What follows belongs to an exercise in optimizing a design on an open flow for small area, a short achievable clock period and few clock cycles; a production flow would make more cautious choices. Only simulation tests tie the RTL to the original design; equivalence was not proved. Power figures rest on the tool's default switching activity, not on a simulated workload.

==> flow/design.v <==
package smme_pkg;
    localparam int unsigned FIELD_W = 32;
    localparam int unsigned ROW_W   = 5;
    typedef struct packed {
        logic [FIELD_W-1:0] base;
        logic [FIELD_W-1:0] expo;
        logic [FIELD_W-1:0] modulus;
        logic [5:0]         top;
        logic               empty;
    } t_job;
endpackage
module smme_step #(
    parameter int ARCH = 2
) (
    input  logic [33:0] i_a,
    input  logic [31:0] i_d,
    input  logic [31:0] i_m,
    output logic [31:0] o_r
);
    logic [34:0] w_s;
    logic [33:0] w_m3;
    logic [35:0] w_d1, w_d2, w_d3, w_d4;
    logic        w_c0, w_c1, w_c2, w_c3, w_c4, w_c5;
    smme_add #(35, ARCH) u_s (
        .i_a({1'b0, i_a}), .i_b({3'b000, i_d}), .i_c(1'b0),
        .o_s(w_s), .o_co(w_c0));
    smme_add #(34, ARCH) u_m3 (
        .i_a({2'b00, i_m}), .i_b({1'b0, i_m, 1'b0}), .i_c(1'b0),
        .o_s(w_m3), .o_co(w_c5));
    smme_add #(36, ARCH) u_d1 (
        .i_a({1'b0, w_s}), .i_b(~{4'b0000, i_m}), .i_c(1'b1),
        .o_s(w_d1), .o_co(w_c1));
    smme_add #(36, ARCH) u_d2 (
        .i_a({1'b0, w_s}), .i_b(~{3'b000, i_m, 1'b0}), .i_c(1'b1),
        .o_s(w_d2), .o_co(w_c2));
    smme_add #(36, ARCH) u_d3 (
        .i_a({1'b0, w_s}), .i_b(~{2'b00, w_m3}), .i_c(1'b1),
        .o_s(w_d3), .o_co(w_c3));
    smme_add #(36, ARCH) u_d4 (
        .i_a({1'b0, w_s}), .i_b(~{2'b00, i_m, 2'b00}), .i_c(1'b1),
        .o_s(w_d4), .o_co(w_c4));
    assign o_r = !w_d4[35] ? w_d4[31:0] :
                 !w_d3[35] ? w_d3[31:0] :
                 !w_d2[35] ? w_d2[31:0] :
                 !w_d1[35] ? w_d1[31:0] : w_s[31:0];
endmodule
module smme_add #(
    parameter int W = 32,
    parameter int ARCH = 1
) (
    input  logic [W-1:0] i_a,
    input  logic [W-1:0] i_b,
    input  logic         i_c,
    output logic [W-1:0] o_s,
    output logic         o_co
);
    logic [W-1:0] p, g, G, P;
    always_comb begin
        p = i_a ^ i_b;
        g = i_a & i_b;
        g[0] = g[0] | (p[0] & i_c);
        G = g;
        P = p;
        if (ARCH == 0) begin
            for (int i = 1; i < W; i++) begin
                G[i] = G[i] | (P[i] & G[i-1]);
                P[i] = P[i] & P[i-1];
            end
        end else if (ARCH == 1) begin
            for (int l = 0; (1 << l) < W; l++)
                for (int i = (2 << l) - 1; i < W; i += (2 << l)) begin
                    G[i] = G[i] | (P[i] & G[i - (1 << l)]);
                    P[i] = P[i] & P[i - (1 << l)];
                end
            for (int l = 6; l >= 0; l--)
                for (int i = 3 * (1 << l) - 1; i < W; i += (2 << l)) begin
                    G[i] = G[i] | (P[i] & G[i - (1 << l)]);
                    P[i] = P[i] & P[i - (1 << l)];
                end
        end else if (ARCH == 2) begin
            for (int l = 0; (1 << l) < W; l++)
                for (int i = 0; i < W; i++)
                    if ((i >> l) & 1) begin
                        G[i] = G[i] | (P[i] & G[((i >> l) << l) - 1]);
                        P[i] = P[i] & P[((i >> l) << l) - 1];
                    end
        end else begin
            for (int l = 0; (1 << l) < W; l++)
                for (int i = W - 1; i >= (1 << l); i--) begin
                    G[i] = G[i] | (P[i] & G[i - (1 << l)]);
                    P[i] = P[i] & P[i - (1 << l)];
                end
        end
        o_s[0] = p[0] ^ i_c;
        for (int i = 1; i < W; i++) o_s[i] = p[i] ^ G[i-1];
        o_co = G[W-1];
    end
endmodule
module square_multiply_modexp_trace #(
    parameter int unsigned EXP_WIDTH = 32,
    parameter int unsigned MOD_WIDTH = 32
) (
    input  logic         i_clk,
    input  logic         i_rst_n,
    input  logic         s_axis_tvalid,
    output logic         s_axis_tready,
    input  logic [95:0]  s_axis_tdata,
    output logic         m_axis_tvalid,
    input  logic         m_axis_tready,
    output logic [71:0]  m_axis_tdata,
    output logic         m_axis_tuser,
    output logic         m_axis_tlast
);
    logic q_idle, q_red, q_sqr, q_mul;
    logic [31:0] r_m;      
    logic [32:0] r_e;      
    logic        r_ez;     
    logic [31:0] r_b;      
    logic [31:0] r_acc;    
    logic [31:0] r_sq;     
    logic [31:0] r_p2;     
    logic [31:0] r_p3;     
    logic [3:0]  r_cnt;    
    logic        r_pre2;   
    logic        r_pre3;   
    logic [4:0]  r_row;
    logic        r_valid, r_bit, r_last, r_user;
    logic        r_as4, r_aa4, r_aa2, r_as2;
    logic        r_da, r_ds, r_d2, r_d3;
    logic [1:0]  r_rd;
    logic [33:0] w_a;
    logic [31:0] w_d, w_res;
    assign w_a = ({34{r_as4}} & {r_sq, 2'b00}) | ({34{r_aa4}} & {r_acc, 2'b00})
               | ({34{r_aa2}} & {1'b0, r_acc, 1'b0}) | ({34{r_as2}} & {1'b0, r_sq, 1'b0});
    assign w_d = ({32{r_da}} & r_acc) | ({32{r_ds}} & r_sq)
               | ({32{r_d2}} & r_p2) | ({32{r_d3}} & r_p3) | {30'd0, r_rd};
    smme_step u_step (.i_a(w_a), .i_d(w_d), .i_m(r_m), .o_r(w_res));
    logic [31:0] w_src;
    logic [3:0]  w_lead, w_next;
    logic [1:0]  w_dn;
    logic        w_pre, w_last;
    assign w_src = q_sqr ? r_acc : r_b;            
    assign w_pre = r_pre2 | r_pre3;
    always_comb begin
        w_lead = 4'd0;
        for (int k = 1; k < 16; k++)
            if (w_src[2*k +: 2] != 2'b00) w_lead = 4'(k);
    end
    assign w_last = !w_pre && r_cnt == 4'd0;
    assign w_next = r_pre3 ? w_lead : r_cnt - 4'd1;
    assign w_dn   = w_src[2*w_next +: 2];
    logic w_op, w_hold, w_run, w_end, w_empty, w_tomul, w_emit, w_done, w_gosq, w_skip;
    logic w_ebit, w_elast;
    assign w_ebit  = r_e[32];                      
    assign w_elast = (r_e[31:0] == 32'h8000_0000);   
    assign w_op    = q_red | q_sqr | q_mul;
    assign w_hold  = r_valid && !m_axis_tready;    
    assign w_run   = w_op && !w_hold && !(q_red && w_last && !w_ebit && !r_ez);
    assign w_end   = w_run && w_last;
    assign w_empty = q_red && r_ez;                
    assign w_tomul = q_sqr && w_ebit;
    assign w_emit  = w_end && !w_tomul;            
    assign w_done  = w_emit && (w_empty || w_elast);   
    assign w_gosq  = w_emit && !w_done;
    assign w_skip  = q_red && !w_ebit && !r_ez;
    always_ff @(posedge i_clk) begin
        if (q_idle) begin
            r_m   <= s_axis_tdata[95:64];
            r_e   <= {s_axis_tdata[63:32], 1'b1};
            r_ez  <= (s_axis_tdata[63:32] == 32'd0);
            r_b   <= s_axis_tdata[31:0];
            r_cnt <= 4'd15;
            r_pre2 <= 1'b0;
            r_pre3 <= 1'b0;
            {r_as4, r_aa4, r_aa2, r_as2} <= 4'b0000;
            {r_da, r_ds, r_d2, r_d3} <= 4'b0000;
            r_rd <= (s_axis_tdata[63:32] != 32'd0) ? s_axis_tdata[31:30] : 2'b00;
        end else begin
            if (w_skip || w_gosq) r_e <= {r_e[31:0], 1'b0};
            if (q_sqr && r_pre2 && r_row == 5'd0) r_b <= r_acc;
            if (w_run) begin
                r_pre2 <= w_end;
                r_pre3 <= r_pre2;
                r_cnt  <= w_next;
                r_rd   <= 2'b00;
                if (w_end) begin
                    {r_as4, r_aa4} <= 2'b00;
                    r_aa2 <= w_gosq;
                    r_as2 <= w_tomul;
                    {r_da, r_ds, r_d2, r_d3} <= 4'b0000;
                end else if (r_pre2) begin
                    {r_da, r_ds} <= {q_sqr, q_mul};
                    {r_d2, r_d3} <= 2'b00;
                end else begin
                    r_as4 <= q_sqr && !r_pre3;
                    r_aa4 <= !q_sqr && !r_pre3;
                    {r_aa2, r_as2} <= 2'b00;
                    r_da <= q_sqr && w_dn == 2'd1;
                    r_ds <= q_mul && w_dn == 2'd1;
                    r_d2 <= !q_red && w_dn == 2'd2;
                    r_d3 <= !q_red && w_dn == 2'd3;
                    r_rd <= (q_red && !r_ez) ? w_dn : 2'b00;
                end
            end
        end
        if (w_run) begin
            if (r_pre2) begin
                r_p2 <= w_res;
            end else if (r_pre3) begin
                r_p3 <= w_res;
            end else if (q_sqr) begin
                r_sq <= w_res;
                if (w_end) r_acc <= w_res;
            end else begin
                r_acc <= w_res;
            end
        end
        if (w_emit) begin
            r_bit  <= !w_empty && (q_red || q_mul);
            r_row  <= q_red ? 5'd0 : r_row + 5'd1;
            r_last <= w_done;
            r_user <= w_empty;
        end
        if (!i_rst_n) begin
            q_idle  <= 1'b1;
            q_red   <= 1'b0;
            q_sqr   <= 1'b0;
            q_mul   <= 1'b0;
            r_valid <= 1'b0;
        end else begin
            r_valid <= w_emit || w_hold;
            if (q_idle && s_axis_tvalid) begin
                q_idle <= 1'b0;
                q_red  <= 1'b1;
            end
            if (w_end) begin
                q_red  <= 1'b0;
                q_sqr  <= w_gosq;
                q_mul  <= w_tomul;
                q_idle <= w_done;
            end
        end
    end
    assign s_axis_tready = q_idle;
    assign m_axis_tvalid = r_valid;
    assign m_axis_tdata  = {2'b00, r_row, r_acc,
                            (r_row == 5'd0) ? {31'd0, !r_user} : r_sq, r_bit};
    assign m_axis_tuser  = r_user;
    assign m_axis_tlast  = r_last;
endmodule
==> flow/flow/run.sh <==
#!/bin/bash
# Layout flow: the standard layout (standard.sh, ORFS from synthesis to
# finish, unchanged synthesis), except that every input and output port gets
# a sky130_fd_sc_hd__buf_1 as its port buffer instead of the default cell that
# buffer_ports picks. The full output goes to standard.log in the work folder;
# ORFS keeps each step's own log under orfs/logs.
set -euo pipefail
bash standard.sh "BUFFER_PORTS_ARGS=-buffer_cell sky130_fd_sc_hd__buf_1" finish > standard.log 2>&1
==> flow/standard.sh <==
#!/bin/bash
# synth_recipe.tcl (not shown) runs the flow's synth.tcl, then flattens the netlist and writes it again
# the make line also repeats each setting of config.mk as NAME=value (left out here)
make -C /OpenROAD-flow-scripts/flow DESIGN_CONFIG=/design/flow/config.mk WORK_HOME=/design/flow/orfs CLKGATE_MAP_FILE= SYNTH_SCRIPT=/design/flow/synth_recipe.tcl "${@:-finish}"
==> flow/config.mk <==
export PLATFORM = sky130hd
export DESIGN_NAME = square_multiply_modexp_trace
export DESIGN_NICKNAME = square_multiply_modexp_trace
export VERILOG_FILES = /design/flow/design.v
export SDC_FILE = /design/flow/constraint.sdc
export NUM_CORES = 4
export LEC_CHECK = 0
export CAP_MARGIN = 20
export CORE_MARGIN = 2
export CORE_UTILIZATION = 50
export PLACE_DENSITY = 0.75
export SETUP_SLACK_MARGIN = 5
export SLEW_MARGIN = 20
export SYNTH_HIERARCHICAL = 1
export SYNTH_MINIMUM_KEEP_SIZE = 1000
==> flow/constraint.sdc <==
create_clock -name core_clock -period 11.0 [get_ports {i_clk}]
set_input_delay 2.2000 -clock core_clock [delete_from_list [all_inputs] [get_ports {i_clk}]]
set_output_delay 2.2000 -clock core_clock [all_outputs]
set_load 0.01 [all_outputs]
==> flow_metrics.py, run 1 <==
metrics = {
    "worst_setup_path": {
        "cp_data_required_time_ns": 11.40,
        "r2r-start": "r_aa2$_SDFFE_PP0P_",
        "critPathCaptureType": "register",
        "critPathArrivalTime_ns": 6.52,
        "worstPathMaxFanout": 11,
        "r2r_cells": 26,
        "startpoint": "r_aa2$_SDFFE_PP0P_",
        "r2r-end": "r_acc[28]$_DFFE_PP_",
        "rrSetupSlack_ns": 4.88,
        "critPathLaunchType": "register",
        "crit_type": "register to register",
    },
    "grt": {
        "grt_pass1_wl_um": 100000,
        "grt_pass1_vias": 17900,
        "grt_max_degree": 92,
        "overflow": 0,
        "track_usage": 0.292,
        "grt_antenna_before_repair": 1,
    },
    "synth": {
        "yosys.area_share.simple": 0.143,
        "synthMuxAreaShare": 0.0457,
        "synth_top_area_share": 0.342,
        "synth_area_um2": 20600,
        "yosys.area_share.adder": 0.144,
        "synthXorXnorAreaFrac": 0.0586,
        "synth_warnings": 10,
        "synth_most_common_cell": "edfxtp_1",
        "ys.flop_type": "edfxtp_1",
        "synth-seq-cells": 255,
        "synth_top_family_by_area": "compound AO/OA/AOI/OAI gates",
        "ys_types": 94,
        "netlist_instances": 2122,
        "synth_edf_count": 235,
        "syn_area_per_cell_um2": 9.72,
        "synth_commonest_cells": "235 x edfxtp_1, 225 x nand2_1, 196 x ha_1",
        "ys_seq_area_frac": 0.361,
        "yosys-top-cells-area": "edfxtp_1 34%, ha_1 12%, a22oi_1 4.6%",
        "synth_top_cell_by_area": "edfxtp_1",
        "synth_compound_area_frac": 0.210,
        "postSynth.asyncResetShare": 0,
    },
    "sta": {
        "fin_skew_ns": 0.0136,
        "hold_violations": 0,
        "maxSlewViolCount": 0,
        "post-route-period-util": 0.557,
        "tightest_slew_ns": 1.10,
        "finalCriticalPeriod_ns": 6.12,
        "final.setup.tns_ns": 0,
        "rsz0062_at_grt": "true",
        "setup_viol": 0,
        "max_freq_ghz": 0.163,
        "max-slew-margin-rel": 0.264,
    },
    "detailed_routing": {
        "vias": 18800,
        "met1Wirelength_um": 26600,
        "drt-total-wl_um": 67700,
        "routed.top_layer": "met5",
        "ant_nets": 0,
        "vias_per_cell": 6.41,
        "wl_met2_um": 31100,
        "wire_per_inst_um": 23.1,
        "drt-initial-drc-count": 2148,
        "wl_met3_um": 6290,
        "route.detailed.drc": 0,
        "drt_first_pass_iters": 7,
    },
    "clock_network": {
        "htreeDepth": 1,
        "clockBufferDepth": 3,
        "insertion_delay_ns": 0.60,
        "cts.sinks": 255,
        "postCtsHoldBufs": 0,
        "cts_tree": "done",
        "cts_buffers": 31,
        "path_clk_slew_ns": 0.06,
        "cts-root-buf": "clkbuf_16",
    },
    "die": {
        "die_x_um": 207,
        "die_y_um": 207,
        "row_count": 74,
        "dieArea_um2": 42900,
        "core_area_um2": 40700,
        "start_util": 0.506,
        "io_pins": 176,
    },
    "layout": {
        "fin_util": 0.611,
        "drive_gt1_frac": 0.159,
        "n_fill_cell": 3367,
        "area_delta_synth_final_pct": 20.5,
        "fin_nets": 2698,
        "multi_input_area_um2": 13300,
        "layout.area.seq_um2": 7470,
        "diodes": 0,
    },
    "power_and_ir_drop": {
        "peakVddDrop_uv": 135,
        "p_per_area_nw_per_um2": 137,
        "switching_share": 0.351,
        "p_sw_mw": 1.19,
        "power_frac_comb": 0.349,
        "p_clk_frac": 0.286,
        "p_int_mw": 2.21,
        "power_frac_seq": 0.365,
        "leakage_nw": 10.2,
    },
    "min_path": {
        "hold_start": "r_cnt[0]$_SDFFE_PP1P_",
        "min_to": "r_cnt[0]$_SDFFE_PP1P_",
        "min_path_cells": 2,
        "holdCritPathClass": "register to register",
    },
    "run": {
        "drv_cap": 0,
    },
    "placed_design": {
        "portBuffers": 173,
        "gp_congestion": 0.945,
        "dp_hpwl_um": 47000,
    },
    "status": {
        "outcome": "complete, no violations",
    },
}
[layer usage]
metal,vias to the layer above,GRT usage
met2,1131,0.476
met1,8914,0.389
met5,-,0
met3,242,0.0400
met4,2,0.125
li1,8514,-
[per-stage QoR]
| step | instances | worst slack, ns | hold WS (ns) | instance area (um^2) | power, mW |
|---|---|---|---|---|---|
| after detailed placement | 2770 | 3.44 | 0.510 | 21800 | 2.26 |
| after CTS | 2860 | 5.00 | 0.522 | 23700 | 3.30 |
| after floorplan | 2124 | 5.16 | 0.455 | 20600 | 1.95 |
| after global routing | 2933 | 4.79 | 0.557 | 24900 | 3.54 |
| final | 2933 | 4.88 | 0.526 | 24900 | 3.40 |
| after global placement | 2770 | 3.55 | 0.501 | 21800 | 2.23 |
[modules after synthesis (local to each module, per instance)]
module | cell area, um^2 | times used | flip-flops and latches | cells inside
square_multiply_modexp_trace | 11700 | 1 | 255 | 928
smme_step | 8960 | 1 | 0 | 1194
[logic make-up after synthesis]
kind of cell | count (synthesis)
compound gates | 632
xor+xnor | 138
fa+ha+maj | 222
buf+inv | 188
flops | 255
mux | 76
other cells | 1
simple gates | 610
[worst max-delay path: stages (launching register included)]
cell and delay, ns:
dfxtp_4 0.39, buf_12 0.15, a22oi_1 0.23, nand2_1 0.14
ha_1 0.39, nand3_4 0.14, a2bb2oi_4 0.17, o211ai_1 0.13
buf_4 0.18, a2bb2oi_4 0.14, a21o_1 0.23, a21oi_4 0.18
buf_6 0.14, xnor2_4 0.07, buf_12 0.14, buf_4 0.13
ha_1 0.34, and3_1 0.23, a221oi_2 0.34, nor2_1 0.11
o31a_1 0.31, a21o_4 0.26, a211oi_4 0.30, buf_12 0.19
nand2_1 0.07, or4_1 0.54, nand3b_1 0.25
[flip-flops by register name, indices dropped and copies added (netlist names), 5 cells and up]
register  cells
r_sq         32
r_p3         32
r_m          32
r_e          33
r_p2         32
r_acc        32
r_row         5
r_b          32
[worst max-delay path by stage]
| stage | depth (start not counted) | end |
|---|---|---|
| 2_1_floorplan | 5 | r_acc[0]$_DFFE_PP_ |
| 3_3_place_gp | 25 | r_acc[2]$_DFFE_PP_ |
| 3_5_place_dp | 25 | r_p2[2]$_DFFE_PP_ |
| 4_1_cts | 26 | r_sq[6]$_DFFE_PP_ |
| 5_1_grt | 26 | r_p3[18]$_DFFE_PP_ |
| 6_report | 26 | r_acc[28]$_DFFE_PP_ |
[layout make-up]
class	count	share of cell area
inverters	102	0.0154
multi-input cells	1682	0.537
clock buffers	44	0.0340
flip-flops and latches	255	0.301
repair buffers	304	0.0821
clock inverters	14	0.00473
well taps	532	0.0268
[what timing repair did]
item                       4_1_cts  5_1_grt
resized for setup              104       87
gates cloned                     6        7
setup endpoints to repair      128      128
setup buffers                   26       66
pin swaps                       21       40
[power groups by stage]
stage	logic [mW]	registers, mW	clock network (mW)
2_1_floorplan	0.702	1.25	0
3_3_place_gp	0.961	1.26	0
3_5_place_dp	0.989	1.27	0
4_1_cts	1.06	1.25	0.986
5_1_grt	1.27	1.25	1.02
6_report	1.19	1.24	0.972
[cell usage in the layout (no fill, tap or decap), types with 91 or more instances in the layout]
master and n:
a22oi_1 122, nand2_1 223, buf_4 102, nor2_1 105, a21oi_1 114, edfxtp_1 235
ha_1 178, inv_1 96, o21ai_0 91, buf_1 173
Testbench counts, summed over its fixed seeds: cycles 61,419.
==> run 2, diff against run 1 <==
--- a/flow/design.v
+++ b/flow/design.v
@@ -137,8 +137,8 @@
     smme_step u_step (.i_a(w_a), .i_d(w_d), .i_m(r_m), .o_r(w_res));
     logic [31:0] w_src;
     logic [3:0]  w_lead, w_next;
-    logic [1:0]  w_dn;
-    logic        w_pre, w_last;
+    logic [1:0]  w_dn, w_dv;
+    logic        w_pre, w_last, w_jmp, w_acc_pre;
     assign w_src = q_sqr ? r_acc : r_b;            
     assign w_pre = r_pre2 | r_pre3;
     always_comb begin
@@ -147,7 +147,10 @@
             if (w_src[2*k +: 2] != 2'b00) w_lead = 4'(k);
     end
     assign w_last = !w_pre && r_cnt == 4'd0;
-    assign w_next = r_pre3 ? w_lead : r_cnt - 4'd1;
+    assign w_dv   = w_src[2*w_lead +: 2];
+    assign w_jmp  = r_pre3 && w_lead != 4'd0;
+    assign w_acc_pre = w_lead != 4'd0 && ((r_pre2 && w_dv == 2'd2) || (r_pre3 && w_dv == 2'd3));
+    assign w_next = r_pre3 ? (w_jmp ? w_lead - 4'd1 : 4'd0) : r_cnt - 4'd1;
     assign w_dn   = w_src[2*w_next +: 2];
     logic w_op, w_hold, w_run, w_end, w_empty, w_tomul, w_emit, w_done, w_gosq, w_skip;
     logic w_ebit, w_elast;
@@ -192,8 +195,8 @@
                     {r_da, r_ds} <= {q_sqr, q_mul};
                     {r_d2, r_d3} <= 2'b00;
                 end else begin
-                    r_as4 <= q_sqr && !r_pre3;
-                    r_aa4 <= !q_sqr && !r_pre3;
+                    r_as4 <= r_pre3 ? (w_jmp && (q_sqr ^ (w_dv == 2'd1))) : q_sqr;
+                    r_aa4 <= r_pre3 ? (w_jmp && !(q_sqr ^ (w_dv == 2'd1))) : !q_sqr;
                     {r_aa2, r_as2} <= 2'b00;
                     r_da <= q_sqr && w_dn == 2'd1;
                     r_ds <= q_mul && w_dn == 2'd1;
@@ -204,10 +207,13 @@
             end
         end
         if (w_run) begin
-            if (r_pre2) begin
-                r_p2 <= w_res;
-            end else if (r_pre3) begin
-                r_p3 <= w_res;
+            if (r_pre2) r_p2 <= w_res;
+            if (r_pre3) r_p3 <= w_res;
+            if (w_pre) begin
+                if (w_acc_pre) begin
+                    if (q_sqr) r_sq <= w_res;
+                    else       r_acc <= w_res;
+                end
             end else if (q_sqr) begin
                 r_sq <= w_res;
                 if (w_end) r_acc <= w_res;
--- a/flow/config.mk
+++ b/flow/config.mk
@@ -11,5 +11,3 @@
 export PLACE_DENSITY = 0.75
 export SETUP_SLACK_MARGIN = 5
 export SLEW_MARGIN = 20
-export SYNTH_HIERARCHICAL = 1
-export SYNTH_MINIMUM_KEEP_SIZE = 1000
==> run 2 against run 1 <==
Compared with the run above:
- sequential share of layout area is 0.92 points lower
- maximum frequency is 2.1% lower
- sequential power is 7% higher
- highest routed layer is now met4
- die area is 1.1% higher
- flip-flop and latch count stayed put
- total power is 23% higher
- final area is 3.2% higher
- combinational power is 42% higher
- clock power is about 20% higher
- clock skew is 0.025 ns higher
==> flow_metrics.py, run 2 <==
metrics = {
    "status": {
        "outcome": "complete, no violations",
    },
    "layout": {
        "area_delta_synth_final_pct": 23.0,
        "final_area_um2": 25700,
        "fin_util": 0.626,
        "fin_nets": 2684,
        "fin_cells": 2917,
        "largest_reg_flops": 33,
        "top_register": "r_e",
        "n_fill_cell": 3192,
        "layout_common_cells": "235 x edfxtp_1, 192 x nand2_1, 173 x buf_1",
        "final_common_cell": "edfxtp_1",
        "drive_gt1_frac": 0.178,
        "diodes": 0,
    },
    "synth": {
        "synth_area_um2": 20900,
        "synth_top_area_share": 0.338,
        "synth_warnings": 4,
        "netlist_instances": 2122,
        "synth_commonest_cells": "235 x edfxtp_1, 197 x ha_1, 195 x nand2_1",
        "ys_types": 92,
        "ys.flop_type": "edfxtp_1",
        "synth_edf_count": 235,
        "synth-seq-cells": 255,
        "syn_area_per_cell_um2": 9.83,
        "yosys-top-cells-area": "edfxtp_1 34%, ha_1 12%, a22oi_1 4.6%",
        "postSynth.asyncResetShare": 0,
        "ys_seq_area_frac": 0.357,
        "synth_top_cell_by_area": "edfxtp_1",
        "synth_most_common_cell": "edfxtp_1",
    },
    "die": {
        "io_pins": 176,
        "core_area_um2": 41000,
        "dieArea_um2": 43400,
        "row_count": 74,
        "die_x_um": 208,
        "die_y_um": 208,
        "start_util": 0.509,
    },
    "placed_design": {
        "gp_congestion": 0.985,
        "portBuffers": 173,
        "placed_area_um2": 22000,
        "dpl.cell_count": 2764,
        "dp_hpwl_um": 47900,
    },
    "detailed_routing": {
        "drt_first_pass_iters": 6,
        "vias_per_cell": 6.61,
        "ant_nets": 0,
        "drt-initial-drc-count": 2129,
        "vias": 19300,
        "wire_per_inst_um": 24.4,
        "route.detailed.drc": 0,
        "drt-total-wl_um": 71200,
    },
    "sta": {
        "fin_skew_ns": 0.0387,
        "max_freq_ghz": 0.160,
        "final.setup.tns_ns": 0,
        "finalCriticalPeriod_ns": 6.26,
        "maxSlewViolCount": 0,
        "rsz0062_at_grt": "true",
        "max-slew-margin-rel": 0.256,
        "post-route-period-util": 0.569,
        "setup_viol": 0,
        "tightest_slew_ns": 1.12,
        "hold_violations": 0,
    },
    "clock_network": {
        "htreeDepth": 1,
        "clockBufferDepth": 3,
        "cts_buffers": 30,
        "cts-root-buf": "clkbuf_16",
        "path_clk_slew_ns": 0.07,
        "postCtsHoldBufs": 0,
        "cts_tree": "done",
        "cts.sinks": 255,
        "insertion_delay_ns": 0.62,
    },
    "worst_setup_path": {
        "r2r-end": "r_sq[14]$_DFFE_PP_",
        "critPathCaptureType": "register",
        "worstPathMaxFanout": 7,
        "critPathArrivalTime_ns": 6.58,
        "rrSetupSlack_ns": 4.74,
        "critPathLaunchType": "register",
        "r2r-start": "r_ds$_SDFFE_PP0P_",
        "cp_data_required_time_ns": 11.32,
        "r2r_cells": 26,
        "crit_type": "register to register",
    },
    "min_path": {
        "hold_start": "q_mul$_SDFFE_PN0P_",
        "holdCritPathClass": "register to register",
        "min_to": "r_ds$_SDFFE_PP0P_",
        "min_path_cells": 2,
    },
    "power_and_ir_drop": {
        "p_int_mw": 2.63,
        "switching_share": 0.372,
        "p_clk_frac": 0.279,
        "leakage_nw": 10.5,
        "power_frac_seq": 0.317,
        "power_mw": 4.19,
        "peakVddDrop_uv": 137,
        "power_frac_comb": 0.404,
        "p_per_area_nw_per_um2": 163,
        "p_sw_mw": 1.56,
    },
    "grt": {
        "grt_max_degree": 65,
        "overflow": 0,
        "grt_pass1_vias": 18500,
        "grt_pass1_wl_um": 105000,
        "grt_antenna_before_repair": 0,
        "track_usage": 0.306,
    },
    "run": {
        "drv_cap": 0,
    },
}
[run 2: cells by family (layout without fill, tap and decap cells)]
kind of cell             count (synthesis)  in the layout  synth area share
XOR/XNOR                               139            139            0.0584
AND/OR/NAND/NOR                        570            578             0.133
buffers and inverters                  195            448            0.0385
adder cells (fa/ha/maj)                222            222             0.142
AO/OA/AOI/OAI                          628            629             0.206
flip-flops                             255            255             0.357
multiplexers                           112            112            0.0642
other                                    1              2          0.000180
[run 2: repair_timing]
item | in CTS | in global routing
cloned | 8 | 6
resized for setup | 167 | 119
pin swaps | 29 | 49
setup endpoints to repair | 128 | 134
buffers inserted | 47 | 37
[run 2: area by class of cell]
type / count / area, um^2 / share of cell area
inverter: 107 / 407 / 0.0158
clock buffer: 30 / 751 / 0.0293
tap: 532 / 666 / 0.0259
multi-input combinational: 1682 / 14200 / 0.554
sequential: 255 / 7480 / 0.291
clock inverter: 25 / 414 / 0.0161
timing repair buffer: 286 / 1730 / 0.0675
[run 2: critical path, stage by stage, from the launching register on]
cell and delay (ns):
dfxtp_4 0.35, buf_12 0.13, a222oi_1 0.45, nand2_1 0.12
ha_2 0.21, a211oi_2 0.25, o21a_1 0.19, nor3_2 0.08
o41ai_2 0.24, buf_4 0.20, o21ai_4 0.08, a41o_1 0.33
a211oi_4 0.33, buf_4 0.16, or4b_4 0.13, nand3_4 0.15
ha_4 0.35, nand4_1 0.12, or4_4 0.45, o21bai_4 0.15
nor2b_4 0.16, o211ai_1 0.10, and3_4 0.22, or3_4 0.47
buf_12 0.19, o22ai_4 0.24, a211oi_4 0.08
[run 2: worst max-delay path by stage]
stage,depth (start not counted),end,start,slack [ns]
2_1_floorplan,26,r_acc[4]$_DFFE_PP_,r_d2$_SDFFE_PP0P_,5.02
3_3_place_gp,21,r_p2[27]$_DFFE_PP_,r_as2$_SDFFE_PP0P_,2.58
3_5_place_dp,22,r_sq[0]$_DFFE_PP_,r_as2$_SDFFE_PP0P_,2.40
4_1_cts,22,r_sq[26]$_DFFE_PP_,r_ds$_SDFFE_PP0P_,5.00
5_1_grt,26,r_sq[14]$_DFFE_PP_,r_ds$_SDFFE_PP0P_,4.59
6_report,26,r_sq[14]$_DFFE_PP_,r_ds$_SDFFE_PP0P_,4.74
[run 2: per-stage QoR]
stage / setup slack [ns] / hold slack, ns
after global placement: 2.58 / 0.480
final: 4.74 / 0.506
after detailed placement: 2.40 / 0.504
after floorplan: 5.02 / 0.459
after CTS: 5.00 / 0.500
after global routing: 4.59 / 0.542
[run 2: routing by layer]
metal / vias to the layer above / global-route usage / share of wire
met5: - / 0 / 0
met1: 9272 / 0.415 / 0.39
li1: 8534 / - / -
met2: 1217 / 0.495 / 0.45
met3: 250 / 0.0507 / 0.10
met4: 0 / 0.110 / 0.050
[run 2: power groups by stage]
stage                     registers, mW  clock network (mW)  logic (mW)
after floorplan                    1.31                   0       0.905
after global placement             1.35                   0        1.22
after detailed placement           1.35                   0        1.26
after CTS                          1.32                1.17        1.44
after global routing               1.33                1.22        1.79
final                              1.33                1.17        1.69
Testbench counts of run 2, summed over its fixed seeds: cycles 57,882.
==> run 3, diff against run 2 <==
--- a/flow/config.mk
+++ b/flow/config.mk
@@ -7,7 +7,7 @@
 export LEC_CHECK = 0
 export CAP_MARGIN = 20
 export CORE_MARGIN = 2
-export CORE_UTILIZATION = 50
-export PLACE_DENSITY = 0.75
+export CORE_UTILIZATION = 45
+export PLACE_DENSITY = 0.7
 export SETUP_SLACK_MARGIN = 5
 export SLEW_MARGIN = 20
==> run 3 against run 2 <==
Compared with the run above:
- still clean
- clock skew fell by 0.010 ns
- flip-flop and latch count did not move
- sequential power about the same
- utilization shrank 4.9 points
- area after synthesis unchanged
- critical path type unchanged
- critical endpoint is now r_acc[17]$_DFFE_PP_
- largest cell class unchanged
==> flow_metrics.py, run 3 <==
metrics = {
    "status": {
        "outcome": "complete, no violations",
    },
    "synth": {
        "synth_most_common_cell": "edfxtp_1",
        "postSynth.asyncResetShare": 0,
        "netlist_instances": 2122,
        "ys.flop_type": "edfxtp_1",
        "synth_warnings": 4,
        "synth-seq-cells": 255,
        "synth_commonest_cells": "235 x edfxtp_1, 197 x ha_1, 195 x nand2_1",
        "synth_top_area_share": 0.338,
        "syn_area_per_cell_um2": 9.83,
        "ys_types": 92,
        "synth_edf_count": 235,
        "synth_top_cell_by_area": "edfxtp_1",
        "ys_seq_area_frac": 0.357,
        "synth_area_um2": 20900,
        "yosys-top-cells-area": "edfxtp_1 34%, ha_1 12%, a22oi_1 4.6%",
    },
    "layout": {
        "layout.area.seq_um2": 7470,
        "layout_common_cells": "235 x edfxtp_1, 191 x nand2_1, 173 x buf_1",
        "drive_gt1_frac": 0.205,
        "final_area_um2": 26300,
        "fin_nets": 2743,
        "area_delta_synth_final_pct": 25.9,
        "multi_input_area_um2": 14300,
        "top_register": "r_e",
        "n_fill_cell": 3762,
        "fin_util": 0.576,
        "largest_reg_flops": 33,
        "diodes": 0,
        "final_common_cell": "edfxtp_1",
    },
    "die": {
        "die_x_um": 219,
        "die_y_um": 219,
        "core_area_um2": 45600,
        "io_pins": 176,
        "start_util": 0.458,
        "row_count": 78,
        "dieArea_um2": 48100,
    },
    "worst_setup_path": {
        "critPathLaunchType": "register",
        "crit_type": "register to register",
        "path_common_cell": "buf_4",
        "worstPathMaxFanout": 6,
        "rrSetupSlack_ns": 4.81,
        "cpPeakStageDelay_ns": 0.57,
        "r2r-end": "r_acc[17]$_DFFE_PP_",
        "critPathArrivalTime_ns": 6.50,
        "r2r-start": "r_sq[1]$_DFFE_PP_",
        "cp_data_required_time_ns": 11.31,
        "slowest_stage": "or4_4",
        "critPathCaptureType": "register",
        "r2r_cells": 25,
    },
    "grt": {
        "grt_pass1_wl_um": 105000,
        "grt_antenna_before_repair": 0,
        "grt_pass1_vias": 18100,
        "overflow": 0,
        "track_usage": 0.280,
        "top_usage_layer": "met2",
        "use_met3": 0.0402,
        "gr-usage-met2": 0.445,
        "gr-usage-met1": 0.385,
        "grt_max_degree": 63,
    },
    "placed_design": {
        "gp_congestion": 0.968,
        "placed_area_um2": 22100,
        "dp_hpwl_um": 49600,
        "portBuffers": 173,
    },
    "sta": {
        "tightest_slew_ns": 1.19,
        "max_freq_ghz": 0.162,
        "fin_skew_ns": 0.0283,
        "setup_viol": 0,
        "max-slew-margin-rel": 0.209,
        "maxSlewViolCount": 0,
        "final.setup.tns_ns": 0,
        "holdWs_ns": 0.502,
        "hold_violations": 0,
        "rsz0062_at_grt": "true",
        "post-route-period-util": 0.562,
        "finalCriticalPeriod_ns": 6.19,
    },
    "detailed_routing": {
        "drt_first_pass_iters": 6,
        "drt-initial-drc-count": 2332,
        "drt-total-wl_um": 72600,
        "route.detailed.drc": 0,
        "ant_nets": 0,
        "wire_per_inst_um": 23.8,
        "vias_per_cell": 6.34,
        "vias": 19300,
    },
    "clock_network": {
        "cts_buffers": 30,
        "clockBufferDepth": 3,
        "cts_tree": "done",
        "cts-root-buf": "clkbuf_16",
        "cts.sinks": 255,
        "postCtsHoldBufs": 0,
        "path_clk_slew_ns": 0.06,
        "insertion_delay_ns": 0.60,
        "htreeDepth": 1,
    },
    "min_path": {
        "hold_start": "r_e[0]$_SDFFE_PP1N_",
        "min_path_cells": 2,
        "holdCritPathClass": "register to register",
        "min_to": "r_e[0]$_SDFFE_PP1N_",
    },
    "power_and_ir_drop": {
        "p_per_area_nw_per_um2": 157,
        "leakage_nw": 10.8,
        "peakVddDrop_uv": 131,
    },
    "run": {
        "drv_cap": 0,
    },
}
-- run 3: cell counts after synthesis --
Identical to the previous run, type by type.
-- run 3: power by group --
group | switching [mW] | internal (mW)
combinational | 1.01 | 0.749
clock | 0.414 | 0.626
sequential | 0.108 | 1.22
total | 1.53 | 2.59
-- run 3: cell families (layout without fill, tap and decap cells) --
logic type / Yosys count / in the layout / synth area share
compound gates: 628 / 628 / 0.206
xor+xnor: 139 / 139 / 0.0584
fa+ha+maj: 222 / 222 / 0.142
buf+inv: 195 / 510 / 0.0385
flops: 255 / 255 / 0.357
mux: 112 / 112 / 0.0642
other cells: 1 / 2 / 0.000180
simple gates: 570 / 577 / 0.133
-- run 3: stage by stage --
stage	cells	power (mW)	setup WS [ns]
2_1_floorplan	2123	2.21	5.02
3_3_place_gp	2830	2.57	2.41
3_5_place_dp	2830	2.61	2.33
4_1_cts	2960	3.82	4.94
5_1_grt	3045	4.29	4.68
6_report	3045	4.12	4.81
-- run 3: final cells by class --
class,instances,share of cell area
clock inverters,15,0.00676
inverters,107,0.0155
clock buffers,41,0.0332
repair buffers,347,0.0871
flip-flops and latches,255,0.284
well taps,600,0.0286
multi-input cells,1680,0.544
-- run 3: repair_timing --
item	CTS	global route
setup endpoints to repair	128	128
cloned	8	3
pin swaps	40	80
buffers inserted	66	82
hold endpoints to repair	0	0
resized for setup	163	160
-- run 3: how the worst max path moves through the flow --
stage,to,startpoint,depth (start not counted),slack (ns)
after global routing,r_p2[17]$_DFFE_PP_,r_sq[1]$_DFFE_PP_,23,4.68
after global placement,r_sq[0]$_DFFE_PP_,r_as2$_SDFFE_PP0P_,21,2.41
after floorplan,r_acc[4]$_DFFE_PP_,r_d2$_SDFFE_PP0P_,26,5.02
final,r_acc[17]$_DFFE_PP_,r_sq[1]$_DFFE_PP_,25,4.81
after CTS,r_p3[3]$_DFFE_PP_,r_ds$_SDFFE_PP0P_,27,4.94
after detailed placement,r_acc[0]$_DFFE_PP_,r_as2$_SDFFE_PP0P_,21,2.33
-- run 3: worst max-delay path: cells and delay by family (launching register included) --
family | cells | cell delay [ns]
AO/OA/AOI/OAI | 9 | 1.51
buffers and inverters | 3 | 0.54
AND/OR/NAND/NOR | 11 | 2.82
flip-flops | 1 | 0.47
adder cells (fa/ha/maj) | 2 | 0.56
-- run 3: layer usage --
| layer | routed length [um] | vias to the layer above | part of all wire |
|---|---|---|---|
| met5 | 0 | - | 0 |
| met2 | 32400 | 1151 | 0.45 |
| met1 | 29400 | 9272 | 0.40 |
| met3 | 7090 | 238 | 0.098 |
| li1 | - | 8635 | - |
| met4 | 3730 | 0 | 0.051 |
==> run 4, diff against run 3 <==
--- a/flow/config.mk
+++ b/flow/config.mk
@@ -7,7 +7,7 @@
 export LEC_CHECK = 0
 export CAP_MARGIN = 20
 export CORE_MARGIN = 2
-export CORE_UTILIZATION = 45
-export PLACE_DENSITY = 0.7
+export CORE_UTILIZATION = 40
+export PLACE_DENSITY = 0.6
 export SETUP_SLACK_MARGIN = 5
 export SLEW_MARGIN = 20
==> run 4 against run 3 <==
Compared with the run above:
- die area is 12% higher
- synthesized cell count unchanged
- critical endpoint is now r_p2[15]$_DFFE_PP_
- via count shrank 3.2%
==> flow_metrics.py, run 4 <==
metrics = {
    "sta": {
        "layout_setup_ws_ns": 4.74,
        "max-slew-margin-rel": 0.357,
        "final.setup.tns_ns": 0,
        "maxSlewViolCount": 0,
        "finalCriticalPeriod_ns": 6.26,
        "tightest_slew_ns": 0.965,
        "setup_viol": 0,
        "max_freq_ghz": 0.160,
        "hold_violations": 0,
        "fin_skew_ns": 0.0174,
        "rsz0062_at_grt": "true",
        "post-route-period-util": 0.569,
    },
    "layout": {
        "fin_nets": 2728,
        "multi_input_area_um2": 14100,
        "drive_gt1_frac": 0.192,
        "area_delta_synth_final_pct": 24.6,
        "top_register": "r_e",
        "largest_reg_flops": 33,
        "diodes": 0,
        "n_fill_cell": 4640,
        "layout.area.seq_um2": 7480,
        "final_common_cell": "edfxtp_1",
        "layout_common_cells": "235 x edfxtp_1, 192 x nand2_1, 176 x ha_1",
    },
    "synth": {
        "yosys-top-cells-area": "edfxtp_1 34%, ha_1 12%, a22oi_1 4.6%",
        "ys.flop_type": "edfxtp_1",
        "synth_commonest_cells": "235 x edfxtp_1, 197 x ha_1, 195 x nand2_1",
        "ys_types": 92,
        "synth-seq-cells": 255,
        "syn_area_per_cell_um2": 9.83,
        "netlist_instances": 2122,
        "ys_seq_area_frac": 0.357,
        "synth_top_area_share": 0.338,
        "postSynth.asyncResetShare": 0,
        "synth_top_cell_by_area": "edfxtp_1",
        "synth_area_um2": 20900,
        "synth_warnings": 4,
        "synth_edf_count": 235,
        "synth_most_common_cell": "edfxtp_1",
    },
    "die": {
        "dieArea_um2": 54000,
        "start_util": 0.406,
        "row_count": 83,
        "io_pins": 176,
        "die_x_um": 232,
        "die_y_um": 232,
        "core_area_um2": 51400,
    },
    "power_and_ir_drop": {
        "p_per_area_nw_per_um2": 157,
        "switching_share": 0.375,
        "p_int_mw": 2.55,
        "power_frac_seq": 0.325,
        "p_clk_frac": 0.252,
        "peakVddDrop_uv": 112,
        "power_frac_comb": 0.422,
        "p_sw_mw": 1.53,
        "leakage_nw": 10.7,
    },
    "detailed_routing": {
        "ant_nets": 0,
        "drt-total-wl_um": 71900,
        "drt-initial-drc-count": 1718,
        "drt_first_pass_iters": 6,
        "wire_per_inst_um": 23.1,
        "vias_per_cell": 6.01,
        "route.detailed.drc": 0,
        "vias": 18700,
    },
    "placed_design": {
        "gp_congestion": 0.953,
        "portBuffers": 173,
        "pre_cts_ws_ns": 2.43,
        "dp_hpwl_um": 50500,
    },
    "clock_network": {
        "cts_tree": "done",
        "postCtsHoldBufs": 0,
        "cts.sinks": 255,
        "cts_buffers": 31,
        "clockBufferDepth": 3,
        "insertion_delay_ns": 0.61,
        "path_clk_slew_ns": 0.06,
        "htreeDepth": 1,
        "cts-root-buf": "clkbuf_16",
    },
    "grt": {
        "grt_antenna_before_repair": 0,
        "overflow": 0,
        "track_usage": 0.255,
        "grt_max_degree": 97,
        "grt_pass1_vias": 17900,
        "grt_pass1_wl_um": 106000,
    },
    "worst_setup_path": {
        "critPathArrivalTime_ns": 6.67,
        "critPathLaunchType": "register",
        "crit_type": "register to register",
        "cpPeakStageDelay_ns": 0.49,
        "endpoint": "r_p2[15]$_DFFE_PP_",
        "critPathBufInv": 3,
        "r2r_cells": 24,
        "worstPathMaxFanout": 6,
        "cp_data_required_time_ns": 11.41,
        "r2r-end": "r_p2[15]$_DFFE_PP_",
        "startpoint": "r_ds$_SDFFE_PP0P_",
        "slowest_stage": "or3_4",
        "rrSetupSlack_ns": 4.74,
        "critical_path_depth": 24,
        "cp_cell_sequence": "buf_12 -> a222oi_1 -> nand2_1 -> ha_2 -> a211oi_2 -> o21a_1 -> nor3_4 -> o41ai_2 -> o21ai_2 -> a41o_1 -> a211oi_2 -> or4b_4 -> nand3_4 -> ha_4 -> nand4_1 -> or4_4 -> o21bai_4 -> nor2b_4 -> o211ai_1 -> buf_4 -> and3_4 -> or3_4 -> buf_4 -> o2111ai_4",
        "r2r-start": "r_ds$_SDFFE_PP0P_",
        "critPathCaptureType": "register",
        "critical_path.top_delay_family": "compound AO/OA/AOI/OAI gates",
    },
    "status": {
        "outcome": "complete, no violations",
    },
    "min_path": {
        "holdCritPathClass": "register to register",
    },
    "run": {
        "drv_cap": 0,
    },
}
run 4: cell counts after synthesis:
No cell type changed its count.
run 4: worst min-delay path by stage:
stage	cells after the start	slack, ns	endpoint	startpoint
after floorplan	2	0.46	r_e[0]$_SDFFE_PP1N_	r_e[0]$_SDFFE_PP1N_
after global placement	2	0.48	r_e[0]$_SDFFE_PP1N_	r_e[0]$_SDFFE_PP1N_
after detailed placement	2	0.50	r_e[0]$_SDFFE_PP1N_	r_e[0]$_SDFFE_PP1N_
after CTS	2	0.50	r_e[0]$_SDFFE_PP1N_	r_e[0]$_SDFFE_PP1N_
after global routing	2	0.54	r_e[0]$_SDFFE_PP1N_	r_e[0]$_SDFFE_PP1N_
final	2	0.50	r_e[0]$_SDFFE_PP1N_	r_e[0]$_SDFFE_PP1N_
run 4: cell type report:
cell class / count / share of cell area
inverter: 107 / 0.0156
clock inverter: 24 / 0.00895
clock buffer: 32 / 0.0300
timing repair buffer: 333 / 0.0826
tap: 680 / 0.0327
sequential: 255 / 0.288
multi-input combinational: 1678 / 0.542
run 4: timing repair:
action                     CTS  global route
buffers inserted            84            49
gates resized for setup    191           103
setup endpoints to repair  128           134
pin swaps                   64            39
gates cloned                 8             2
run 4: routing by layer:
metal,global-route usage,part of all wire,up-vias
li1,-,-,8612
met1,0.356,0.45,9093
met2,0.403,0.45,798
met3,0.0324,0.066,175
met4,0.0909,0.041,0
met5,0,0,-
run 4: logic make-up (layout without fill, tap and decap cells):
kind of cell,count (synthesis),count (layout),share of synthesized area
buffers and inverters,195,496,0.0385
other,1,2,0.000180
muxes,112,112,0.0642
and+or+nand+nor,570,575,0.133
adders and majority gates,222,222,0.142
AOI/OAI and AO/OA,628,628,0.206
xor gates and xnor gates,139,139,0.0584
DFF,255,255,0.357
run 4: power by group through the flow:
stage | logic [mW] | clock network [mW] | registers (mW)
2_1_floorplan | 0.905 | 0 | 1.31
3_3_place_gp | 1.24 | 0 | 1.35
3_5_place_dp | 1.27 | 0 | 1.35
4_1_cts | 1.52 | 1.05 | 1.32
5_1_grt | 1.85 | 1.08 | 1.33
6_report | 1.72 | 1.03 | 1.33
run 4: tightest hold or removal path, stage by stage, from the launching register on:
cell and delay, ns:
dfxtp_1 0.32, inv_1 0.05, o21ai_0 0.07
run 4: metrics by stage:
| step | utilization | instances | power [mW] | instance area [um^2] | hold slack, ns |
|---|---|---|---|---|---|
| global route | 0.506 | 3109 | 4.26 | 26000 | 0.541 |
| CTS | 0.487 | 3058 | 3.89 | 25000 | 0.504 |
| finish | 0.506 | 3109 | 4.08 | 26000 | 0.496 |
| floorplan | - | 2123 | 2.21 | 20900 | 0.459 |
| detailed placement | 0.432 | 2910 | 2.62 | 22200 | 0.497 |
| global placement | 0.432 | 2910 | 2.60 | 22200 | 0.482 |
==> run 5, diff against run 4 <==
--- a/flow/config.mk
+++ b/flow/config.mk
@@ -11,3 +11,4 @@
 export PLACE_DENSITY = 0.6
 export SETUP_SLACK_MARGIN = 5
 export SLEW_MARGIN = 20
+export SYNTH_HIERARCHICAL = 1
==> run 5 against run 4 <==
Compared with the run above:
- still clean on timing, DRC and antenna
- area after synthesis grew 12%
- worst hold slack lost 0.017 ns
- total power increased by 20%
- sequential power is 9% higher
- maximum frequency grew 7.6%
==> flow_metrics.py, run 5 <==
metrics = {
    "status": {
        "outcome": "complete, no violations",
    },
    "clock_network": {
        "postCtsHoldBufs": 0,
        "path_clk_slew_ns": 0.06,
        "cts-root-buf": "clkbuf_16",
        "cts_tree": "done",
        "cts.sinks": 255,
        "htreeDepth": 1,
        "cts_buffers": 31,
        "clockBufferDepth": 3,
        "insertion_delay_ns": 0.61,
    },
    "min_path": {
        "hold_start": "r_e[0]$_SDFFE_PP1N_",
        "holdCritPathClass": "register to register",
        "min_to": "r_e[0]$_SDFFE_PP1N_",
        "min_path_cells": 2,
    },
    "layout": {
        "top_register": "r_e",
        "area_delta_synth_final_pct": 17.1,
        "n_fill_cell": 5355,
        "final_area_um2": 27300,
        "largest_reg_flops": 33,
        "fin_cells": 3399,
        "layout_common_cells": "235 x edfxtp_1, 214 x nand2_1, 210 x inv_1",
        "final_common_cell": "edfxtp_1",
        "fin_nets": 2951,
        "fin_util": 0.473,
        "drive_gt1_frac": 0.175,
    },
    "worst_setup_path": {
        "critPathCaptureType": "register",
        "cpPeakStageDelay_ns": 0.40,
        "cp_data_required_time_ns": 11.40,
        "worstPathMaxFanout": 32,
        "critPathLaunchType": "register",
        "r2r_cells": 24,
        "r2r-end": "r_sq[14]$_DFFE_PP_",
        "crit_type": "register to register",
        "cp_cell_sequence": "buf_6 -> a22oi_1 -> nand2_1 -> ha_1 -> a21oi_1 -> o21ai_0 -> a32oi_1 -> and2_4 -> o211ai_1 -> a21o_1 -> buf_4 -> xor2_4 -> ha_1 -> and3_2 -> and4_2 -> o211ai_1 -> a31o_2 -> nand3_1 -> a211o_1 -> nand3_4 -> nand2b_4 -> buf_12 -> o22ai_2 -> a21oi_2",
        "slowest_stage": "ha_1",
        "critPathArrivalTime_ns": 6.23,
        "rrSetupSlack_ns": 5.18,
        "startpoint": "r_d2$_SDFFE_PP0P_",
        "r2r-start": "r_d2$_SDFFE_PP0P_",
    },
    "power_and_ir_drop": {
        "power_frac_seq": 0.296,
        "p_sw_mw": 2.00,
        "switching_share": 0.407,
        "p_int_mw": 2.90,
        "peakVddDrop_uv": 138,
        "leakage_nw": 11.1,
        "power_frac_comb": 0.497,
        "p_clk_frac": 0.207,
        "p_per_area_nw_per_um2": 180,
    },
    "sta": {
        "finalCriticalPeriod_ns": 5.82,
        "layout_setup_ws_ns": 5.18,
        "setup_viol": 0,
        "maxSlewViolCount": 0,
        "max_freq_ghz": 0.172,
        "final.setup.tns_ns": 0,
        "fin_skew_ns": 0.0359,
        "max-slew-margin-rel": 0.313,
        "rsz0062_at_grt": "false",
        "tightest_slew_ns": 1.03,
        "hold_violations": 0,
        "post-route-period-util": 0.529,
    },
    "placed_design": {
        "dp_hpwl_um": 55100,
        "gp_congestion": 0.934,
        "placed_area_um2": 24700,
        "portBuffers": 173,
        "pre_cts_ws_ns": 3.32,
        "dpl.cell_count": 3298,
    },
    "die": {
        "io_pins": 176,
        "die_x_um": 245,
        "dieArea_um2": 60200,
        "core_area_um2": 57700,
        "start_util": 0.404,
        "row_count": 88,
        "die_y_um": 245,
    },
    "detailed_routing": {
        "ant_nets": 0,
        "vias_per_cell": 5.94,
        "vias": 20200,
        "drt-initial-drc-count": 1707,
        "drt_first_pass_iters": 8,
        "route.detailed.drc": 0,
        "drt-total-wl_um": 75100,
        "wire_per_inst_um": 22.1,
    },
    "synth": {
        "synth_warnings": 10,
        "synth_area_um2": 23300,
        "syn_area_per_cell_um2": 9.72,
        "netlist_instances": 2399,
    },
    "grt": {
        "grt_pass1_wl_um": 113000,
        "overflow": 0,
        "grt_max_degree": 105,
        "track_usage": 0.239,
        "grt_pass1_vias": 19600,
        "grt_antenna_before_repair": 4,
    },
    "run": {
        "drv_cap": 0,
    },
}
-- run 5: how the worst max path moves through the flow --
stage	slack, ns	cells after the start	to
after floorplan	5.76	24	r_acc[30]$_DFFE_PP_
final	5.18	24	r_sq[14]$_DFFE_PP_
after global routing	4.97	24	r_acc[13]$_DFFE_PP_
after detailed placement	3.32	22	r_sq[31]$_DFFE_PP_
after CTS	5.00	24	r_p3[22]$_DFFE_PP_
after global placement	2.95	23	r_p2[0]$_DFFE_PP_
-- run 5: repair_timing --
action                                  CTS  global route
gates cloned                              6             3
gates resized for setup                 104            98
endpoints found under the setup margin  128           133
buffers inserted                         17            16
pin swaps                                 8            28
-- run 5: per-stage QoR --
stage	power [mW]	hold WS, ns
after floorplan	2.89	0.453
after global placement	3.38	0.453
after detailed placement	3.43	0.455
after CTS	4.74	0.486
after global routing	5.16	0.513
final	4.90	0.479
-- run 5: layout make-up --
cell class              instances  area, um^2  share of cell area
clock inverters                20         196             0.00720
inverters                     212         798              0.0293
multi-input cells            1871       15600               0.573
repair buffers                237        1440              0.0526
diodes                          4        10.0            0.000367
flip-flops and latches        255        7470               0.274
clock buffers                  35         791              0.0290
well taps                     765         957              0.0351
-- run 5: metal layers --
metal | GRT usage | share of wire
met1 | 0.328 | 0.44
met2 | 0.390 | 0.46
met3 | 0.0312 | 0.066
met4 | 0.0784 | 0.034
met5 | 0 | 0
-- run 5: power by group through the flow --
| stage | logic (mW) | clock network, mW | registers (mW) |
|---|---|---|---|
| after global routing | 2.63 | 1.06 | 1.46 |
| after floorplan | 1.48 | 0 | 1.40 |
| final | 2.44 | 1.01 | 1.45 |
| after global placement | 1.91 | 0 | 1.47 |
| after detailed placement | 1.96 | 0 | 1.47 |
| after CTS | 2.26 | 1.03 | 1.45 |
-- run 5: critical path, delay by kind of cell (launching register included) --
family                   cells  cell delay, ns
AND/OR/NAND/NOR              7            1.33
AO/OA/AOI/OAI               11            2.35
flip-flops                   1            0.32
adder cells (fa/ha/maj)      2            0.73
XOR/XNOR                     1            0.29
buffers and inverters        3            0.55
==> run 6, diff against run 5 <==
--- a/flow/config.mk
+++ b/flow/config.mk
@@ -7,8 +7,8 @@
 export LEC_CHECK = 0
 export CAP_MARGIN = 20
 export CORE_MARGIN = 2
-export CORE_UTILIZATION = 40
-export PLACE_DENSITY = 0.6
+export CORE_UTILIZATION = 50
+export PLACE_DENSITY = 0.75
 export SETUP_SLACK_MARGIN = 5
 export SLEW_MARGIN = 20
 export SYNTH_HIERARCHICAL = 1
==> run 6 against run 5 <==
Compared with the run above:
- utilization rose by 11 points
- flip-flop and latch count did not move
- highest routed layer unchanged
- critical path depth rose by 1
- clock skew fell by 0.0061 ns
- clock power fell by 3%
- critical path type unchanged
- combinational power fell by 2%
- first-iteration DRC count rose by 5.4%
==> flow_metrics.py, run 6 <==
metrics = {
    "die": {
        "row_count": 79,
        "core_area_um2": 46300,
        "io_pins": 176,
        "die_x_um": 220,
        "die_y_um": 220,
        "dieArea_um2": 48400,
        "start_util": 0.504,
    },
    "sta": {
        "post-route-period-util": 0.532,
        "hold_violations": 0,
        "fin_skew_ns": 0.0299,
        "tightest_slew_ns": 1.07,
        "final.setup.tns_ns": 0,
        "max_freq_ghz": 0.171,
        "max-slew-margin-rel": 0.282,
        "setup_viol": 0,
        "rsz0062_at_grt": "false",
        "maxSlewViolCount": 0,
        "finalCriticalPeriod_ns": 5.85,
        "layout_setup_ws_ns": 5.15,
    },
    "run": {
        "drv_cap": 0,
    },
    "clock_network": {
        "htreeDepth": 1,
        "insertion_delay_ns": 0.61,
        "cts-root-buf": "clkbuf_16",
        "cts.sinks": 255,
        "clockBufferDepth": 3,
        "path_clk_slew_ns": 0.06,
        "postCtsHoldBufs": 0,
        "cts_tree": "done",
        "cts_buffers": 30,
    },
    "layout": {
        "layout_common_cells": "235 x edfxtp_1, 214 x nand2_1, 210 x inv_1",
        "final_area_um2": 27000,
        "area_delta_synth_final_pct": 15.7,
        "top_register": "r_e",
        "fin_util": 0.583,
        "fin_nets": 2951,
        "largest_reg_flops": 33,
        "final_common_cell": "edfxtp_1",
        "n_fill_cell": 3887,
        "drive_gt1_frac": 0.174,
    },
    "placed_design": {
        "gp_congestion": 0.949,
        "portBuffers": 173,
        "dp_hpwl_um": 52000,
        "pre_cts_ws_ns": 2.86,
        "placed_area_um2": 24500,
    },
    "detailed_routing": {
        "vias_per_cell": 6.31,
        "ant_nets": 0,
        "wire_per_inst_um": 21.8,
        "drt-total-wl_um": 70500,
        "drt-initial-drc-count": 1799,
        "vias": 20400,
        "drt_first_pass_iters": 6,
        "route.detailed.drc": 0,
    },
    "synth": {
        "synth_warnings": 10,
        "synth_area_um2": 23300,
        "netlist_instances": 2399,
        "syn_area_per_cell_um2": 9.72,
    },
    "worst_setup_path": {
        "critPathCaptureType": "register",
        "cp_data_required_time_ns": 11.32,
        "critPathLaunchType": "register",
        "crit_type": "register to register",
        "worstPathMaxFanout": 33,
        "critPathArrivalTime_ns": 6.17,
    },
    "power_and_ir_drop": {
        "leakage_nw": 11.0,
        "p_per_area_nw_per_um2": 178,
        "power_mw": 4.80,
        "peakVddDrop_uv": 162,
    },
    "grt": {
        "track_usage": 0.279,
        "grt_pass1_wl_um": 106000,
        "grt_antenna_before_repair": 0,
        "overflow": 0,
        "grt_max_degree": 80,
        "grt_pass1_vias": 19500,
    },
    "status": {
        "outcome": "complete, no violations",
    },
    "min_path": {
        "holdCritPathClass": "register to register",
    },
}
## run 6: cell count changes in the layout (fill, tap and decap cells not counted), sizes merged
cell,change
clkbuf,-2
bufinv,-1
clkinv,+2
buf,+1
clkinvlp,-1
inv,+2
diode,-3
## run 6: critical path: stages, from the launching register on
cell,delay [ns]
dfxtp_1,0.30
buf_6,0.19
a222oi_1,0.38
nand2_1,0.12
fa_2,0.39
a211oi_4,0.30
buf_4,0.16
o21ai_0,0.08
and2_1,0.21
o21a_1,0.20
nor2_2,0.14
fa_2,0.28
xnor2_4,0.19
ha_1,0.36
a21oi_1,0.25
o21ai_0,0.22
a21oi_4,0.29
a31o_2,0.19
nand3_1,0.12
a211o_1,0.30
nand3_2,0.17
clkbuf_16,0.20
nand3_4,0.07
buf_4,0.20
o22ai_2,0.16
a21oi_2,0.07
## run 6: timing repair
action,CTS,global route
buffers inserted,12,22
cloned,4,4
resized for setup,111,84
pin swaps,4,22
endpoints found under the setup margin,133,133
## run 6: through the flow
stage               hold WS [ns]  cells
floorplan                  0.453   2432
global placement           0.453   3141
detailed placement         0.465   3141
CTS                        0.485   3212
global route               0.506   3238
finish                     0.482   3239
## run 6: path summary, 6_finish.rpt
check / startpoint / to / slack, ns / cells after the start
hold reg to reg: r_e[0]$_SDFFE_PP1N_ / r_e[0]$_SDFFE_PP1N_ / 0.48 / 2
hold / removal: r_e[0]$_SDFFE_PP1N_ / r_e[0]$_SDFFE_PP1N_ / 0.48 / 2
setup reg to reg: r_ds$_SDFFE_PP0P_ / r_sq[24]$_DFFE_PP_ / 5.15 / 25
setup / recovery: r_ds$_SDFFE_PP0P_ / r_sq[24]$_DFFE_PP_ / 5.15 / 25
## run 6: area by class of cell
class	instances	area (um^2)	share of cell area
diodes	1	2.50	0.0000928
clock buffers	33	762	0.0282
clock inverters	22	210	0.00779
inverters	212	800	0.0296
multi-input cells	1871	15600	0.579
flip-flops and latches	255	7470	0.277
well taps	607	759	0.0282
repair buffers	238	1350	0.0499
## run 6: per-layer routing
metal	vias to the layer above	part of all wire	global-route usage
met1	9844	0.40	0.365
met3	176	0.083	0.0353
met2	987	0.47	0.471
met5	-	0	0
met4	0	0.041	0.102
li1	9426	-	-
## run 6: where the power goes
group          switching [mW]  internal (mW)  leakage (nW)  total [mW]
Combinational            1.37           1.01          8.17        2.39
Clock                   0.423          0.552         0.461       0.975
Sequential              0.161           1.28          2.41        1.44
Total                    1.96           2.85          11.0        4.80
==> run 7, diff against run 6 <==
--- a/flow/config.mk
+++ b/flow/config.mk
@@ -12,3 +12,4 @@
 export SETUP_SLACK_MARGIN = 5
 export SLEW_MARGIN = 20
 export SYNTH_HIERARCHICAL = 1
+export SYNTH_MINIMUM_KEEP_SIZE = 1000
==> run 7 against run 6 <==
Compared with the run above:
- still clean
- register-to-register slack lost 0.21 ns
- final area decreased by 6.7%
- die area fell by 7.9%
- via count decreased by 6.3%
- critical path type unchanged
==> flow_metrics.py, run 7 <==
metrics = {
    "die": {
        "row_count": 75,
        "start_util": 0.509,
        "dieArea_um2": 44500,
        "io_pins": 176,
        "core_area_um2": 42100,
        "die_x_um": 211,
        "die_y_um": 211,
    },
    "detailed_routing": {
        "route.detailed.drc": 0,
        "vias": 19100,
        "drt-total-wl_um": 68900,
        "drt_first_pass_iters": 6,
        "wire_per_inst_um": 23.3,
        "drt-initial-drc-count": 2123,
        "ant_nets": 0,
        "vias_per_cell": 6.48,
    },
    "grt": {
        "grt_pass1_vias": 18100,
        "track_usage": 0.293,
        "overflow": 0,
        "grt_pass1_wl_um": 102000,
        "grt_max_degree": 129,
        "grt_antenna_before_repair": 0,
    },
    "layout": {
        "layout_common_cells": "235 x edfxtp_1, 221 x nand2_1, 177 x ha_1",
        "fin_nets": 2714,
        "top_register": "r_e",
        "largest_reg_flops": 33,
        "final_common_cell": "edfxtp_1",
        "final_area_um2": 25200,
        "area_delta_synth_final_pct": 17.5,
        "drive_gt1_frac": 0.163,
        "diodes": 0,
    },
    "power_and_ir_drop": {
        "p_per_area_nw_per_um2": 173,
        "peakVddDrop_uv": 135,
        "power_mw": 4.35,
        "leakage_nw": 10.1,
    },
    "worst_setup_path": {
        "critPathLaunchType": "register",
        "critPathCaptureType": "register",
        "r2r-start": "r_acc[10]$_DFFE_PP_",
        "worstPathMaxFanout": 9,
        "critPathArrivalTime_ns": 6.43,
        "startpoint": "r_acc[10]$_DFFE_PP_",
        "crit_type": "register to register",
        "cp_data_required_time_ns": 11.37,
    },
    "clock_network": {
        "cts.sinks": 255,
        "cts_tree": "done",
        "cts_buffers": 30,
        "cts-root-buf": "clkbuf_16",
        "insertion_delay_ns": 0.61,
        "htreeDepth": 1,
        "path_clk_slew_ns": 0.06,
        "postCtsHoldBufs": 0,
        "clockBufferDepth": 3,
    },
    "min_path": {
        "hold_start": "r_e[0]$_SDFFE_PP1N_",
        "holdCritPathClass": "register to register",
    },
    "synth": {
        "synth_edf_count": 235,
        "synth_commonest_cells": "235 x edfxtp_1, 222 x nand2_1, 197 x ha_1",
        "synth_area_um2": 21400,
        "synth-seq-cells": 255,
        "ys_seq_area_frac": 0.348,
        "postSynth.asyncResetShare": 0,
        "yosys-top-cells-area": "edfxtp_1 33%, ha_1 12%, a22oi_1 4.7%",
        "netlist_instances": 2169,
        "synth_top_area_share": 0.329,
        "ys_types": 105,
        "synth_most_common_cell": "edfxtp_1",
        "synth_top_cell_by_area": "edfxtp_1",
        "syn_area_per_cell_um2": 9.88,
        "ys.flop_type": "edfxtp_1",
        "synth_warnings": 10,
    },
    "status": {
        "outcome": "complete, no violations",
    },
    "sta": {
        "rsz0062_at_grt": "true",
        "finalCriticalPeriod_ns": 6.06,
        "final.setup.tns_ns": 0,
        "post-route-period-util": 0.551,
        "setup_viol": 0,
        "maxSlewViolCount": 0,
        "tightest_slew_ns": 0.967,
        "hold_violations": 0,
        "max_freq_ghz": 0.165,
        "max-slew-margin-rel": 0.354,
        "fin_skew_ns": 0.0215,
    },
    "placed_design": {
        "portBuffers": 173,
        "dp_hpwl_um": 48100,
        "gp_congestion": 1.00,
        "placed_area_um2": 22500,
    },
    "run": {
        "drv_cap": 0,
    },
}
[run 7: metrics by stage]
stage	hold WS, ns	util	setup slack (ns)	instances
floorplan	0.453	-	5.31	2171
global placement	0.471	0.534	3.45	2810
detailed placement	0.477	0.534	3.30	2810
CTS	0.486	0.574	5.01	2900
global route	0.511	0.598	4.72	2954
finish	0.482	0.598	4.94	2954
[run 7: path summary, 6_finish.rpt]
check                             end  slack (ns)  cells past startpoint
setup / recovery    r_p3[7]$_DFFE_PP_        4.94                     22
hold / removal    r_e[0]$_SDFFE_PP1N_        0.48                      2
setup reg to reg    r_p3[7]$_DFFE_PP_        4.94                     22
hold reg to reg   r_e[0]$_SDFFE_PP1N_        0.48                      2
[run 7: kinds of logic (layout without fill, tap and decap cells)]
family | count (synthesis) | after routing | synth area share
XOR/XNOR | 144 | 144 | 0.0588
multiplexers | 97 | 97 | 0.0613
AO/OA/AOI/OAI | 671 | 672 | 0.219
adder cells (fa/ha/maj) | 223 | 223 | 0.139
buffers and inverters | 203 | 442 | 0.0402
other | 1 | 3 | 0.000175
flip-flops | 255 | 255 | 0.348
AND/OR/NAND/NOR | 575 | 579 | 0.133
[run 7: per-layer routing]
metal | track usage | vias up | part of all wire
met1 | 0.402 | 9207 | 0.42
met4 | 0.123 | 0 | 0.043
li1 | - | 8728 | -
met3 | 0.0394 | 183 | 0.085
met5 | 0 | - | 0
met2 | 0.468 | 1025 | 0.45
[run 7: report_power, final]
| group | switching (mW) | leakage, nW | internal [mW] | total [mW] |
|---|---|---|---|---|
| clock network | 0.424 | 0.467 | 0.577 | 1.00 |
| registers | 0.121 | 2.44 | 1.27 | 1.40 |
| logic | 1.16 | 7.23 | 0.788 | 1.95 |
| total | 1.71 | 10.1 | 2.64 | 4.35 |
[run 7: Yosys stat by module (local to each module, per instance)]
module | cells | copies in the design | area, um^2 | flip-flops and latches
smme_step | 1153 | 1 | 8870 | 0
square_multiply_modexp_trace | 1016 | 1 | 12600 | 255
[run 7: cell type report]
class                   count  area [um^2]
fillers                  3481        17000
multi-input cells        1718        14000
flip-flops and latches    255         7480
repair buffers            276         1630
clock buffers              38          781
well taps                 539          674
inverters                 110          413
clock inverters            18          211
[run 7: critical path, stage by stage (launching register included)]
cell,delay (ns)
edfxtp_1,0.47
a22oi_1,0.28
nand2_1,0.15
ha_4,0.30
a21o_1,0.21
o21bai_1,0.19
a211o_1,0.33
or2_2,0.37
fa_2,0.40
xor2_4,0.38
ha_4,0.28
a21o_1,0.18
a31oi_1,0.26
o21bai_1,0.13
a211oi_2,0.31
a21oi_4,0.13
o21ai_4,0.21
buf_12,0.14
nand2_2,0.21
buf_4,0.24
mux2i_1,0.11
a21o_1,0.23
a22oi_2,0.32
[run 7: timing repair]
action                     CTS  global route
pin swaps                   17            33
setup endpoints to repair  133           134
cloned                       5             3
setup buffers               29            51
gates resized for setup     87           103

==> re-timing with driven ports <==
No port has a modelled driver above. Below, the same layouts with a new extraction and two added sets of constraints.
Step 1 (the two cells are an assumption about what drives the block):
set clk [get_ports {i_clk}]
set_driving_cell -lib_cell sky130_fd_sc_hd__clkbuf_16 $clk
set_driving_cell -lib_cell sky130_fd_sc_hd__buf_2 [delete_from_list [all_inputs] $clk]
Step 2 also shifts input and output timing later by t, the mid clock arrival at the registers, as if the neighbouring blocks saw the same clock.
Three values: no drivers, after step 1, after step 2; two values: the first two.
| run | shift t [ns] | setup WS [ns] | pins driven straight from the clock port |
|---|---|---|---|
| run 1 | 0.649 | 4.875 / 4.875 / 4.875 | 1 |
| run 2 | 0.661 | 4.743 / 4.743 / 4.743 | 1 |
| run 3 | 0.647 | 4.813 / 4.813 / 4.813 | 1 |
| run 4 | 0.663 | 4.737 / 4.737 / 4.737 | 1 |
| run 5 | 0.653 | 5.177 / 5.177 / 5.177 | 1 |
| run 6 | 0.651 | 5.148 / 5.148 / 5.148 | 1 |
| run 7 | 0.657 | 4.941 / 4.941 / 4.941 | 1 |
After both steps every run listed still meets setup and hold.
